Context: an optimization exercise on an open-source flow, tuned for small area, a short achievable clock period and few clock cycles per item. The choices shown serve that exercise and are no tape-out recipe.
Function was checked by simulation only, so behaviour that the tests miss may differ from the original.

==> flow/design.v, too long to show whole: its modules and the start of the top module <==
// module psum_sequencer: 58 lines
// module operand_stage: 58 lines
// module macc_unit: 66 lines
// module macc_tree: 568 lines
// module macc_fa: 4 lines
// module macc_ha: 4 lines
// module macc_fx: 8 lines
// module macc_hx: 4 lines
// module macc_xor2: 3 lines
// module macc_xnor2: 3 lines
// module macc_or2: 3 lines
// module macc_and2: 3 lines
// module macc_ao21: 3 lines
// module macc_cpa: 187 lines
// module macc_control_top: 92 lines
module macc_control_top (
  input logic clk,
  input logic rst_n,
  input logic mac_begin,
  input logic acc_begin,
  input macc_pkg::len_t conv_len,
  input macc_pkg::filt_t filter_num,
  input macc_pkg::data_t weight_in,
  input macc_pkg::data_t ifmap_in,
  input macc_pkg::data_t external_psum,
  input macc_pkg::acc_t internal_psum,
  output logic mul_enable,
  output logic acc_enable,
  output macc_pkg::len_t cnt_a,
  output macc_pkg::filt_t cnt_b,
  output macc_pkg::acc_t accum_out,
  output logic psum_store,
  output logic mac_finish,
  output logic acc_finish
);
  // ...
==> flow/run.sh <==
#!/bin/bash
# synth_recipe.tcl (not shown) runs the flow's synth.tcl, then flattens the netlist and writes it again
# the make line also repeats each setting of config.mk as NAME=value (left out here)
make -C /OpenROAD-flow-scripts/flow DESIGN_CONFIG=/design/flow/config.mk WORK_HOME=/design/flow/orfs CLKGATE_MAP_FILE= SYNTH_SCRIPT=/design/flow/synth_recipe.tcl finish
==> flow/config.mk <==
export PLATFORM = sky130hd
export DESIGN_NAME = macc_control_top
export DESIGN_NICKNAME = macc_control_top
export VERILOG_FILES = /design/flow/design.v
export SDC_FILE = /design/flow/constraint.sdc
export NUM_CORES = 4
export LEC_CHECK = 0
export CAP_MARGIN = 20
export CORE_MARGIN = 2
export CORE_UTILIZATION = 40
export SETUP_SLACK_MARGIN = 4.0
export SLEW_MARGIN = 20
export SYNTH_HIERARCHICAL = 1
export SYNTH_MINIMUM_KEEP_SIZE = 0
==> flow/constraint.sdc <==
create_clock -name core_clock -period 7.0 [get_ports {clk}]
set_input_delay 1.4000 -clock core_clock [delete_from_list [all_inputs] [get_ports {clk}]]
set_output_delay 1.4000 -clock core_clock [all_outputs]
set_load 0.01 [all_outputs]
==> metrics.md, run 1 <==
| Metric | Value |
|---|---|
| Num CTS Buffers | 26 |
| H-tree Lvls | 1 |
| Post-synth top area share | 0.269 |
| Status | no timing/DRC/antenna violations |
| Crit. End Element | output port |
| RR Startpoint | u_ops.op_two[2] |
| Synth top area cells | dfxtp_1, fa_1, xnor2_1 |
| Post-synth EDFFs | 1 |
| Fmax | 0.341 GHz |
| Drt drc | 0 |
| Crit path from | u_seq.cnt_b[3] |
| Slew @ Worst Pin | 940 ps |
| CLK BUF | 32 |
| XOR/XNOR share of the synthesized area | 0.179 |
| Post-place setup slack | 3500 ps |
| Worst path depth | 1 |
| RSZ-0062 raised after global routing | true |
| Placed insts | 1835 |
| Postcts setup bufs | 3 |
| Antenna violations before repair | 1 |
| Largest cell class | multi-input combinational cells |
| CP max-delay cell | clkdlybuf4s50_1 |
| Ys flop type | dfxtp_1 |
| Hold Worst Slack | 321 ps |
| Slew HR | 0.373 |
| Final Hold Viols | 0 |
| CP peak stage delay | 580 ps |
| Largest net degree at the start of global routing | 41 |
| Inverters | 33 |
| Deepest clock path buffer count | 3 |
| Mapped Cells | 1375 |
| Starting Density | 0.404 |
| Met1 Use GR | 0.241 |
| Mean Syn Cell Area | 10.7 sq um |
| DR vias | 9823 |
| Hold Path Class | flip-flop to flip-flop |
Testbench counts, summed over its fixed seeds: cycles 24,347, items 22,427.
==> run 2: changes to the inputs <==
==> flow/flow/run.sh (new file) <==
#!/bin/bash
# standard layout, with the port buffers made from the smallest plain buffer
set -euo pipefail
export BUFFER_PORTS_ARGS="-buffer_cell sky130_fd_sc_hd__buf_1"
bash standard.sh > standard_flow.log 2>&1
==> flow/standard.sh (new file) <==
#!/bin/bash
# synth_recipe.tcl (not shown) runs the flow's synth.tcl, then flattens the netlist and writes it again
# the make line also repeats each setting of config.mk as NAME=value (left out here)
make -C /OpenROAD-flow-scripts/flow DESIGN_CONFIG=/design/flow/config.mk WORK_HOME=/design/flow/orfs CLKGATE_MAP_FILE= SYNTH_SCRIPT=/design/flow/synth_recipe.tcl "${@:-finish}"
--- a/flow/config.mk
+++ b/flow/config.mk
@@ -8,7 +8,7 @@
 export CAP_MARGIN = 20
 export CORE_MARGIN = 2
 export CORE_UTILIZATION = 40
-export SETUP_SLACK_MARGIN = 4.0
+export SETUP_SLACK_MARGIN = 4.3
 export SLEW_MARGIN = 20
 export SYNTH_HIERARCHICAL = 1
 export SYNTH_MINIMUM_KEEP_SIZE = 0
removed: flow/run.sh
==> metrics.md, run 2 <==
| Metric | Value |
|---|---|
| Status | no timing/DRC/antenna violations |
| Worst hold path cell count | 0 |
| Drt pass-1 iters | 5 |
| Worst Path Buf+Inv | 2 |
| Simple-gate share of the synthesized area | 0.0871 |
| Post-Synth Adder-Cell Area | 0.172 |
| IO buf count | 144 |
| Final Hold Viols | 0 (unchanged) |
| Ys flop type | dfxtp_1 |
| Fmax | 0.336 GHz (-1.6%) |
| Drt drc | 0 (unchanged) |
| RR Startpoint | u_ops.op_keep_c |
| Cell taking the most area after synthesis | dfxtp_1 |
| Reg2Reg Depth | 7 |
| Most frequent cells in the layout | dfxtp_1, xnor2_1, buf_1, xor2_1, and2_1 |
| Delay-heaviest family, CP | adder cells |
| Slew @ Worst Pin | 958 ps (+17.5 ps) |
| DR vias | 10200 (+4.1%) |
| Fraction of layout cells with a size suffix above 1 | 0.251 |
| FP Rows | 70 |
| CP peak stage delay | 570 ps (about the same) |
| Synth top area cells | dfxtp_1, fa_1, xnor2_1 |
| Count of different cell masters after synthesis | 69 |
| Max Slew Vio Count | 0 |
| Deepest clock path buffer count | 3 (unchanged) |
| Most common cell in the netlist | dfxtp_1 |
| Clk root buf | clkbuf_16 |
| Nets | 1759 |
| Post-layout min period | 2980 ps |
| Num CTS Buffers | 27 (+3.8%) |
| Slew HR | 0.361 (-0.0117) |
| Worst-path maximum fanout | 6 |
| DR vias/cell | 5.09 |
| Post-place setup slack | 3660 ps (+160 ps) |
| Crit share post-route | 0.425 |
| Starting Density | 0.404 (unchanged) |
| N_diodes | 0 |
| Sequential share of the synthesized area | 0.294 |
| Mean Syn Cell Area | 10.7 sq um (unchanged) |
| Die area | 38300 sq um |
| Flops & latches, synth | 212 |
| CP max-delay cell | fa_2 |
| Worst path depth | 7 (+6) |
| TritonCTS clock tree | yes |
| Final setup fails | 0 |
| Largest family of logic cells by synthesized area | XOR/XNOR gates |
| Critical Path AT | 3410 ps |
| Area grow syn2layout | 20.7% |
| Hold Path End | u_ops.acc_pipe[1] |
| Post-synth EDFFs | 1 (unchanged) |
| Synth async-reset ratio | 0.0613 |
| Crit Reg-Reg Endpoint | u_mac.c_q[8] |
| Setup TNS | 0 ps |
| Worst path cell trace | buf_8 -> buf_12 -> a22o_1 -> fa_1 -> fa_2 -> fa_2 -> fa_2 |
| Post-synth top area share | 0.269 (unchanged) |
| Most common cell after layout, fill and taps aside | dfxtp_1 |
| Crit. End Element | flip-flop |
| Post-synthesis instance area | 14700 sq um |
| Final ANT Viol Nets | 0 |
| Final wirelength | 37.0 mm |
| Ports | 145 |
| Clock transition at path regs | 60 ps |
| Gpl congestion | 0.843 |
| R2r setup slk | 4020 ps |
| HPWL Detailed | 23.9 mm |
| Synth Warn # | 9 |
| Compound-Gate Fraction of Synth Area | 0.155 |
| Largest net degree at the start of global routing | 41 (unchanged) |
| Gr ovfl total | 0 |
| H-tree Lvls | 1 (unchanged) |
| Most frequent cells after synthesis | dfxtp_1, xnor2_1, xor2_1 |
| Antenna violations before repair | 1 (unchanged) |
| Fillers | 3334 |
| Initial drt markers | 581 |
| Post-synthesis mux area share | 0.0170 |
| First-pass GRT wire length | 55.4 mm |
| Most frequent CP cell | fa_2 |
| RSZ-0062 raised after global routing | true |
| Hold Crit Start | u_ops.acc_pipe[0] |
| Die Y | 196 um |
| Die Wd | 196 um |
| Syn_nets | 1615 |
| Routed length per instance | 18.4 um |
| WS Path Type | flip-flop to flip-flop |
| Max-cap viol count | 0 |
| Gr usage total | 0.184 |
| Clock Latency Late Sink | 560 ps |
| Mapped Cells | 1375 (unchanged) |
| Min setup slack post-route | 4020 ps |
| Hold Path Class | flip-flop to flip-flop |
| Critical path launch point type | flip-flop |
| CP required | 7430 ps |
| Vias in the first global route | 10200 |
| CORE AREA | 36400 sq um |
| XOR/XNOR share of the synthesized area | 0.179 (unchanged) |
| Clk sinks | 212 |
| Clk_skew | 11.1 ps |
[run 2: cell counts after synthesis]
Identical to the previous run, type by type.
[run 2: cell type report]
| class | instances | area, sq um | area share |
|---|---|---|---|
| well taps | 468 | 586 | 0.0330 |
| clock buffers | 40 | 805 | 0.0453 |
| flip-flops and latches | 212 | 4450 | 0.251 |
| clock inverters | 10 | 120 | 0.00677 |
| multi-input cells | 969 | 9710 | 0.547 |
| inverters | 33 | 124 | 0.00698 |
| repair buffers | 276 | 1950 | 0.110 |
[run 2: per-stage QoR]
step	cell area, sq um	std cells	util	hold slack [ps]
6_report	17700	2008	0.487	328
4_1_cts	16600	1954	0.457	329
2_1_floorplan	14800	1375	-	310
3_5_place_dp	14700	1835	0.403	313
3_3_place_gp	14700	1835	0.403	310
5_1_grt	17700	2008	0.487	333
[run 2: per-layer routing]
| metal | wire length, um | up-vias | track usage |
|---|---|---|---|
| li1 | - | 4854 | - |
| met4 | 1410 | 0 | 0.0645 |
| met3 | 2330 | 74 | 0.0330 |
| met1 | 16500 | 4991 | 0.253 |
| met2 | 16800 | 311 | 0.290 |
| met5 | 0 | - | 0 |
[run 2: modules after synthesis (local to each module, per instance), excerpt]
| module | flops+latches | area, sq um | times used |
|---|---|---|---|
| macc_cpa | 0 | 1560 | 1 |
| macc_tree | 0 | 3410 | 1 |
| macc_unit | 113 | 2950 | 1 |
| macc_ao21 | 0 | 7.51 | 51 |
| psum_sequencer | 11 | 674 | 1 |
| macc_fa | 0 | 20.0 | 91 |
| macc_or2 | 0 | 6.26 | 12 |
| macc_ha | 0 | 12.5 | 10 |
| macc_xor2 | 0 | 8.76 | 105 |
| operand_stage | 88 | 2340 | 1 |
| macc_and2 | 0 | 6.26 | 51 |
| macc_xnor2 | 0 | 8.76 | 13 |
| macc_hx | 0 | 6.26 | 3 |
[run 2: logic make-up after synthesis]
logic type | after synthesis
xor gates and xnor gates | 299
AOI/OAI and AO/OA | 286
and+or+nand+nor | 217
DFF | 212
buffers and inverters | 194
adders and majority gates | 144
muxes | 23
[run 2: how the worst max path moves through the flow]
stage,slack (ps),end,from
after floorplan,4010,u_mac.c_q[8],u_ops.op_keep_c
after global placement,3720,u_mac.c_q[18],u_ops.op_neg[5]
after detailed placement,3660,u_mac.s_q[19],u_ops.op_neg[5]
after CTS,4170,u_mac.s_q[19],u_ops.op_use_i
after global routing,3810,u_mac.c_q[18],u_ops.op_w[8]
final,4020,u_mac.c_q[8],u_ops.op_keep_c
[run 2: what timing repair did]
item / in CTS / in global routing
buffers inserted: 68 / 49
resized for setup: 112 / 115
gates cloned: 1 / 5
pin swaps: 47 / 113
setup endpoints to repair: 59 / 49
hold buffers: 0 / 0
==> run 3: changes to the inputs <==
--- a/flow/config.mk
+++ b/flow/config.mk
@@ -8,6 +8,7 @@
 export CAP_MARGIN = 20
 export CORE_MARGIN = 2
 export CORE_UTILIZATION = 40
+export CTS_BUF_LIST = sky130_fd_sc_hd__clkbuf_4
 export SETUP_SLACK_MARGIN = 4.3
 export SLEW_MARGIN = 20
 export SYNTH_HIERARCHICAL = 1
==> metrics.md, run 3 <==
| Metric | Value |
|---|---|
| Fillers | 3419 (+2.5%) |
| Final wirelength | 36.9 mm (-0.48%) |
| Die area | 38300 sq um (unchanged) |
| Die Y | 196 um (unchanged) |
| H-tree Lvls | 2 (+1) |
| Synth async-reset ratio | 0.0613 (unchanged) |
| Critical Path AT | 3700 ps (+290 ps) |
| Compound-Gate Fraction of Synth Area | 0.155 (unchanged) |
| Max-cap viol count | 0 (unchanged) |
| Largest family of logic cells by synthesized area | XOR/XNOR gates |
| Fmax | 0.331 GHz (-1.5%) |
| Most common cell after layout, fill and taps aside | xnor2_1 |
| Routed length per instance | 17.7 um (-4.3%) |
| Worst-path maximum fanout | 7 (+1) |
| IO buf count | 144 (unchanged) |
| Starting Density | 0.404 (unchanged) |
| Most frequent cells after synthesis | dfxtp_1, xnor2_1, xor2_1 |
| Worst path cell trace | a22oi_1 -> xnor2_1 -> xor2_1 -> xor2_1 -> xor2_1 -> xor2_1 -> xor2_1 -> xor2_1 -> xor2_1 -> a21o_1 -> xor2_1 |
| Post-synth top area share | 0.269 (unchanged) |
| Final Hold Viols | 0 (unchanged) |
| Mapped Cells | 1375 (unchanged) |
| CTS Hold Buffers Added | 0 (unchanged) |
| Register Area | 4480 sq um (+0.51%) |
| Setup TNS | 0 ps (unchanged) |
| Slew HR | 0.358 (-0.00354) |
| Hold Path Class | flip-flop to flip-flop |
| Clk sinks | 212 (unchanged) |
| Count of different cell masters after synthesis | 69 (unchanged) |
| DR vias | 10500 (+2.4%) |
| CP required | 7680 ps (+250 ps) |
| Crit. End Element | flip-flop |
| Area of the multi-input gates | 9640 sq um (-0.75%) |
| Deepest clock path buffer count | 3 (unchanged) |
| Ports | 145 (unchanged) |
| Die Wd | 196 um (unchanged) |
| Final setup fails | 0 (unchanged) |
| Most frequent cells in the layout | xnor2_1, dfxtp_1, buf_4, xor2_1, buf_1 |
| Max Slew Vio Count | 0 (unchanged) |
| RSZ-0062 raised after global routing | true |
| Drt drc | 0 (unchanged) |
| Post-synthesis instance area | 14700 sq um (unchanged) |
| Most common cell in the netlist | dfxtp_1 |
| Drt pass-1 iters | 5 (unchanged) |
| Sequential share of the synthesized area | 0.294 (unchanged) |
| FP Rows | 70 (unchanged) |
| DR vias/cell | 5.02 (-1.5%) |
| Synth top area cells | dfxtp_1, fa_1, xnor2_1 |
| Clock transition at path regs | 70 ps (about the same) |
| Clock Latency Late Sink | 790 ps (+230 ps) |
| Final ANT Viol Nets | 0 (unchanged) |
| Nets | 1812 (+3.0%) |
| HPWL Detailed | 23.9 mm (unchanged) |
| Vias in the first global route | 10700 (+5.4%) |
| Ys flop type | dfxtp_1 |
| TritonCTS clock tree | yes |
| Simple-gate share of the synthesized area | 0.0871 (unchanged) |
| Gr usage total | 0.190 (+0.00590) |
| Area grow syn2layout | 20.2% |
| Post-synth EDFFs | 1 (unchanged) |
| Most frequent CP cell | xor2_1 |
| Gpl congestion | 0.843 (unchanged) |
| Fraction of layout cells with a size suffix above 1 | 0.306 (+0.0551) |
| Antenna violations before repair | 2 (+1) |
| Post-synthesis mux area share | 0.0170 (unchanged) |
| CORE AREA | 36400 sq um (unchanged) |
| XOR/XNOR share of the synthesized area | 0.179 (unchanged) |
| CP peak stage delay | 390 ps (-180 ps) |
| Clk root buf | clkbuf_4 |
| Mean Syn Cell Area | 10.7 sq um (unchanged) |
| Num CTS Buffers | 60 (+120%) |
| Post-Synth Adder-Cell Area | 0.172 (unchanged) |
| WS Path Type | flip-flop to flip-flop |
| Post-layout min period | 3020 ps (+46.6 ps) |
| First-pass GRT wire length | 56.5 mm (+2.0%) |
| Gr ovfl total | 0 (unchanged) |
| Status | no timing/DRC/antenna violations |
| Synth Warn # | 9 (unchanged) |
| Initial drt markers | 493 (-15%) |
| Clk_skew | 75.4 ps (+64.4 ps) |
| Largest net degree at the start of global routing | 41 (unchanged) |
| Syn_nets | 1615 (unchanged) |
| Slew @ Worst Pin | 963 ps (+5.32 ps) |
| Flops & latches, synth | 212 (unchanged) |
| Cell taking the most area after synthesis | dfxtp_1 |
| CP max-delay cell | dfxtp_4 |
| Critical path launch point type | flip-flop |
| Crit share post-route | 0.432 (+0.00665) |
-- run 3: cell counts after synthesis --
Identical to the previous run, type by type.
-- run 3: final cells by class --
class                   instances  area share
diodes                          1    0.000142
well taps                     468      0.0331
inverters                      33     0.00701
clock inverters                28     0.00708
multi-input cells             969       0.545
flip-flops and latches        212       0.253
repair buffers                296       0.120
clock buffers                  81      0.0344
-- run 3: through the flow --
step           cell area [sq um]  cells  hold WS, ps  worst slack (ps)   util
2_1_floorplan              14800   1375          310              4010      -
3_3_place_gp               14700   1835          310              3720  0.403
3_5_place_dp               14700   1835          313              3660  0.403
4_1_cts                    16800   2045          330              4150  0.461
5_1_grt                    17700   2088          335              3740  0.485
6_report                   17700   2088          329              3980  0.485
-- run 3: worst max-delay path: cells and delay by family, from the launching register on --
kind | cells | cell delay (ps)
compound gates | 2 | 390
flops | 1 | 390
xor+xnor | 9 | 2130
-- run 3: kinds of logic (layout without fill, tap and decap cells) --
kind of cell	after synthesis	after routing
buf+inv	194	438
mux	23	23
other cells	0	1
fa+ha+maj	144	144
simple gates	217	217
xor+xnor	299	299
flops	212	212
compound gates	286	286
-- run 3: per-layer routing --
layer | vias up | track usage | part of all wire
met2 | 359 | 0.296 | 0.45
met5 | - | 0 | 0
met4 | 0 | 0.0864 | 0.032
met1 | 5035 | 0.254 | 0.45
li1 | 5011 | - | -
met3 | 75 | 0.0382 | 0.068
-- run 3: worst paths after layout --
| check | from | endpoint | slack [ps] | cells past startpoint |
|---|---|---|---|---|
| max | u_ops.op_w[8] | u_mac.c_q[18] | 3980 | 11 |
| min | u_ops.first_pipe[0] | u_ops.first_pipe[1] | 330 | 0 |
| max reg2reg | u_ops.op_w[8] | u_mac.c_q[18] | 3980 | 11 |
| min reg2reg | u_ops.first_pipe[0] | u_ops.first_pipe[1] | 330 | 0 |
| max in group asynchronous | rst_n | u_seq.mul_enable | 5950 | 1 |
| min in group asynchronous | rst_n | u_mac.acc_finish | 600 | 1 |
-- run 3: timing repair --
action / 4_1_cts / 5_1_grt
setup buffers: 100 / 40
setup endpoints to repair: 102 / 67
pin swaps: 54 / 100
gates cloned: 1 / 2
gates resized for setup: 180 / 101
-- run 3: Yosys stat by module, one instance, submodules excluded, excerpt --
module | cells inside | flops+latches
macc_tree | 415 | 0
macc_unit | 198 | 113
operand_stage | 156 | 88
macc_cpa | 198 | 0
macc_xnor2 | 1 | 0
macc_xor2 | 1 | 0
macc_ao21 | 1 | 0
macc_or2 | 1 | 0
macc_hx | 1 | 0
macc_and2 | 1 | 0
==> run 4: changes to the inputs <==
--- a/flow/config.mk
+++ b/flow/config.mk
@@ -8,8 +8,7 @@
 export CAP_MARGIN = 20
 export CORE_MARGIN = 2
 export CORE_UTILIZATION = 40
-export CTS_BUF_LIST = sky130_fd_sc_hd__clkbuf_4
-export SETUP_SLACK_MARGIN = 4.3
+export SETUP_SLACK_MARGIN = 4.0
 export SLEW_MARGIN = 20
 export SYNTH_HIERARCHICAL = 1
 export SYNTH_MINIMUM_KEEP_SIZE = 0
==> metrics.md, run 4 <==
| Metric | Value |
|---|---|
| Post-synthesis instance area | 14700 sq um (unchanged) |
| Drt drc | 0 (unchanged) |
| Post-Synth Adder-Cell Area | 0.172 (unchanged) |
| CP required | 7440 ps (-240 ps) |
| Post-layout min period | 2890 ps (-136 ps) |
| Post-route core utilization | 0.457 (-0.0283) |
| Die area | 38300 sq um (unchanged) |
| Post-synthesis mux area share | 0.0170 (unchanged) |
| HPWL Detailed | 23.5 mm (-1.6%) |
| Most frequent cells in the layout | xnor2_1, dfxtp_1, buf_1, xor2_1, and2_1 |
| WS Path Type | flip-flop to flip-flop |
| Status | no timing/DRC/antenna violations |
| Final Hold Viols | 0 (unchanged) |
| Worst-path maximum fanout | 16 (+9) |
| Max-cap viol count | 0 (unchanged) |
| FP Rows | 70 (unchanged) |
| Worst Path Buf+Inv | 3 (+3) |
| Slew HR | 0.361 (+0.00316) |
| Largest family of logic cells by synthesized area | XOR/XNOR gates |
| Crit. End Element | flip-flop |
| CP max-delay cell | fa_2 |
| Clock Latency Late Sink | 550 ps (-240 ps) |
| Synth async-reset ratio | 0.0613 (unchanged) |
| Fmax | 0.346 GHz (+4.7%) |
| Mean Syn Cell Area | 10.7 sq um (unchanged) |
| Clk sinks | 212 (unchanged) |
| Deepest clock path buffer count | 3 (unchanged) |
| Clk root buf | clkbuf_16 |
| Ys flop type | dfxtp_1 |
| DR vias | 9915 (-5.4%) |
| Setup TNS | 0 ps (unchanged) |
| Area grow syn2layout | 13.2% |
| Vias in the first global route | 9554 (-11%) |
| Gpl congestion | 0.866 (+2.7%) |
| Syn_nets | 1615 (unchanged) |
| Nets | 1732 (-4.4%) |
| Fillers | 3397 (-0.64%) |
| Drt pass-1 iters | 5 (unchanged) |
| Die Wd | 196 um (unchanged) |
| Ports | 145 (unchanged) |
| Most common cell in the netlist | dfxtp_1 |
| Cell taking the most area after synthesis | dfxtp_1 |
| H-tree Lvls | 1 (-1) |
| Gr ovfl total | 0 (unchanged) |
| Initial drt markers | 473 (-4.1%) |
| Sequential share of the synthesized area | 0.294 (unchanged) |
| Post-synth EDFFs | 1 (unchanged) |
| RSZ-0062 raised after global routing | true |
| First-pass GRT wire length | 50.8 mm (-10%) |
| CORE AREA | 36400 sq um (unchanged) |
| CP peak stage delay | 550 ps (+160 ps) |
| Num CTS Buffers | 26 (-57%) |
| Clock transition at path regs | 60 ps (about the same) |
| Delay-heaviest family, CP | adder cells |
| Most frequent CP cell | buf_4 |
| Antenna violations before repair | 0 (-2) |
| Die Y | 196 um (unchanged) |
| Synth Warn # | 9 (unchanged) |
| Final wirelength | 33.3 mm (-9.7%) |
| Slew @ Worst Pin | 958 ps (-4.75 ps) |
| Crit share post-route | 0.412 (-0.0194) |
| Worst path cell trace | buf_4 -> buf_4 -> buf_4 -> a22o_1 -> fa_2 -> fa_2 -> fa_1 -> a21o_1 |
| Hold Path Class | flip-flop to flip-flop |
| Synth top area cells | dfxtp_1, fa_1, xnor2_1 |
| Clk_skew | 6.73 ps (-68.7 ps) |
| Routed length per instance | 16.8 um (-4.8%) |
| Max Slew Vio Count | 0 (unchanged) |
| Simple-gate share of the synthesized area | 0.0871 (unchanged) |
| DR vias/cell | 5.01 (-0.23%) |
| CTS Hold Buffers Added | 0 (unchanged) |
| Final ANT Viol Nets | 0 (unchanged) |
| N_diodes | 0 (-1) |
| IO buf count | 144 (unchanged) |
| Gr usage total | 0.166 (-0.0240) |
| Compound-Gate Fraction of Synth Area | 0.155 (unchanged) |
| Largest net degree at the start of global routing | 41 (unchanged) |
| XOR/XNOR share of the synthesized area | 0.179 (unchanged) |
| Most frequent cells after synthesis | dfxtp_1, xnor2_1, xor2_1 |
| Most common cell after layout, fill and taps aside | xnor2_1 |
| Final setup fails | 0 (unchanged) |
| Count of different cell masters after synthesis | 69 (unchanged) |
| Fraction of layout cells with a size suffix above 1 | 0.174 (-0.132) |
| Starting Density | 0.404 (unchanged) |
| Critical Path AT | 3320 ps (-380 ps) |
| Post-synth top area share | 0.269 (unchanged) |
| TritonCTS clock tree | yes |
| Mapped Cells | 1375 (unchanged) |
| Critical path launch point type | flip-flop |
| Flops & latches, synth | 212 (unchanged) |
## run 4: area by class of cell
class | count | area, sq um | area share
Clock buffer | 38 | 746 | 0.0448
Clock inverter | 10 | 118 | 0.00706
Inverter | 33 | 124 | 0.00744
Multi-Input combinational cell | 969 | 9160 | 0.550
Tap cell | 468 | 586 | 0.0352
Timing Repair Buffer | 250 | 1470 | 0.0885
Sequential cell | 212 | 4450 | 0.267
## run 4: per-module statistics from Yosys, one instance, submodules excluded, a selection
| module | flops+latches | cells | cell area, sq um |
|---|---|---|---|
| macc_ao21 | 0 | 1 | 7.51 |
| macc_ha | 0 | 1 | 12.5 |
| macc_unit | 113 | 198 | 2950 |
| macc_xor2 | 0 | 1 | 8.76 |
| macc_xnor2 | 0 | 1 | 8.76 |
| macc_hx | 0 | 1 | 6.26 |
| macc_fa | 0 | 1 | 20.0 |
| macc_and2 | 0 | 1 | 6.26 |
| macc_or2 | 0 | 1 | 6.26 |
| macc_tree | 0 | 415 | 3410 |
| macc_cpa | 0 | 198 | 1560 |
| operand_stage | 88 | 156 | 2340 |
| psum_sequencer | 11 | 72 | 674 |
## run 4: what timing repair did
| item | 4_1_cts | 5_1_grt |
|---|---|---|
| pin swaps | 0 | 51 |
| buffers inserted | 1 | 96 |
| setup endpoints to repair | 38 | 26 |
| endpoints found under the hold margin | 0 | 0 |
| cloned | 0 | 2 |
| resized for setup | 58 | 58 |
## run 4: logic make-up (layout without fill, tap and decap cells)
family | Yosys count | count (layout)
flops | 212 | 212
compound gates | 286 | 286
fa+ha+maj | 144 | 144
simple gates | 217 | 217
mux | 23 | 23
xor+xnor | 299 | 299
buf+inv | 194 | 331
## run 4: per-stage QoR
stage	instances	cell area [sq um]	setup WS [ps]	hold slack (ps)
after global routing	1980	16600	3890	330
final	1980	16600	4110	324
after floorplan	1375	14700	4010	310
after detailed placement	1833	14600	3550	313
after global placement	1833	14600	3580	310
after CTS	1882	15600	3980	326
## run 4: path summary, 6_finish.rpt
path / start / to / slack (ps) / cells after the start
max: u_ops.op_keep_c / u_mac.s_q[13] / 4110 / 8
min: u_ops.first_pipe[0] / u_ops.first_pipe[1] / 320 / 0
max reg2reg: u_ops.op_keep_c / u_mac.s_q[13] / 4110 / 8
min reg2reg: u_ops.first_pipe[0] / u_ops.first_pipe[1] / 320 / 0
max in group asynchronous: rst_n / u_ops.end_pipe[2] / 5720 / 1
min in group asynchronous: rst_n / u_ops.end_pipe[1] / 860 / 1
## run 4: layer usage
metal  vias up  GRT usage  routed length, um
met5         -          0                  0
met4         0     0.0457                551
met3        31     0.0272               1570
met2       224      0.263              15300
met1      4852      0.234              15900
li1       4808          -                  -

## separate check: timing with driven ports
How much do the figures lean on ideal ports? The routed layouts below were timed once more, with nothing changed but the port constraints. Step 1 assumes that a clkbuf_16 drives the clock port and a buf_2 every other input. Step 2 moves the port delays by t, midway between the first and last clock arrival at a register: inputs arrive t later, outputs are due t later. That takes back most of the time a late clock gives input paths. Slacks: ideal ports / drivers / drivers and shift; pairs: ideal ports / drivers.
| run | t, ns | setup WS [ns] | worst register clock-pin slew, ns | worst slew at a driven data input, ns |
|---|---|---|---|---|
| run 1 | 0.596 | 4.071 / 4.018 / 3.651 | 0.06 / 0.06 | 0.06 |
| run 2 | 0.605 | 4.024 / 4.024 / 3.875 | 0.06 / 0.06 | 0.05 |
| run 3 | 0.805 | 3.978 / 3.978 / 3.918 | 0.07 / 0.07 | 0.06 |
| run 4 | 0.594 | 4.114 / 4.114 / 3.805 | 0.06 / 0.06 | 0.05 |
After both steps setup and hold are still met in every run listed. The setup slack of run 1, which loses most, moves by -0.053 ns with the drivers and by -0.420 ns with both steps.
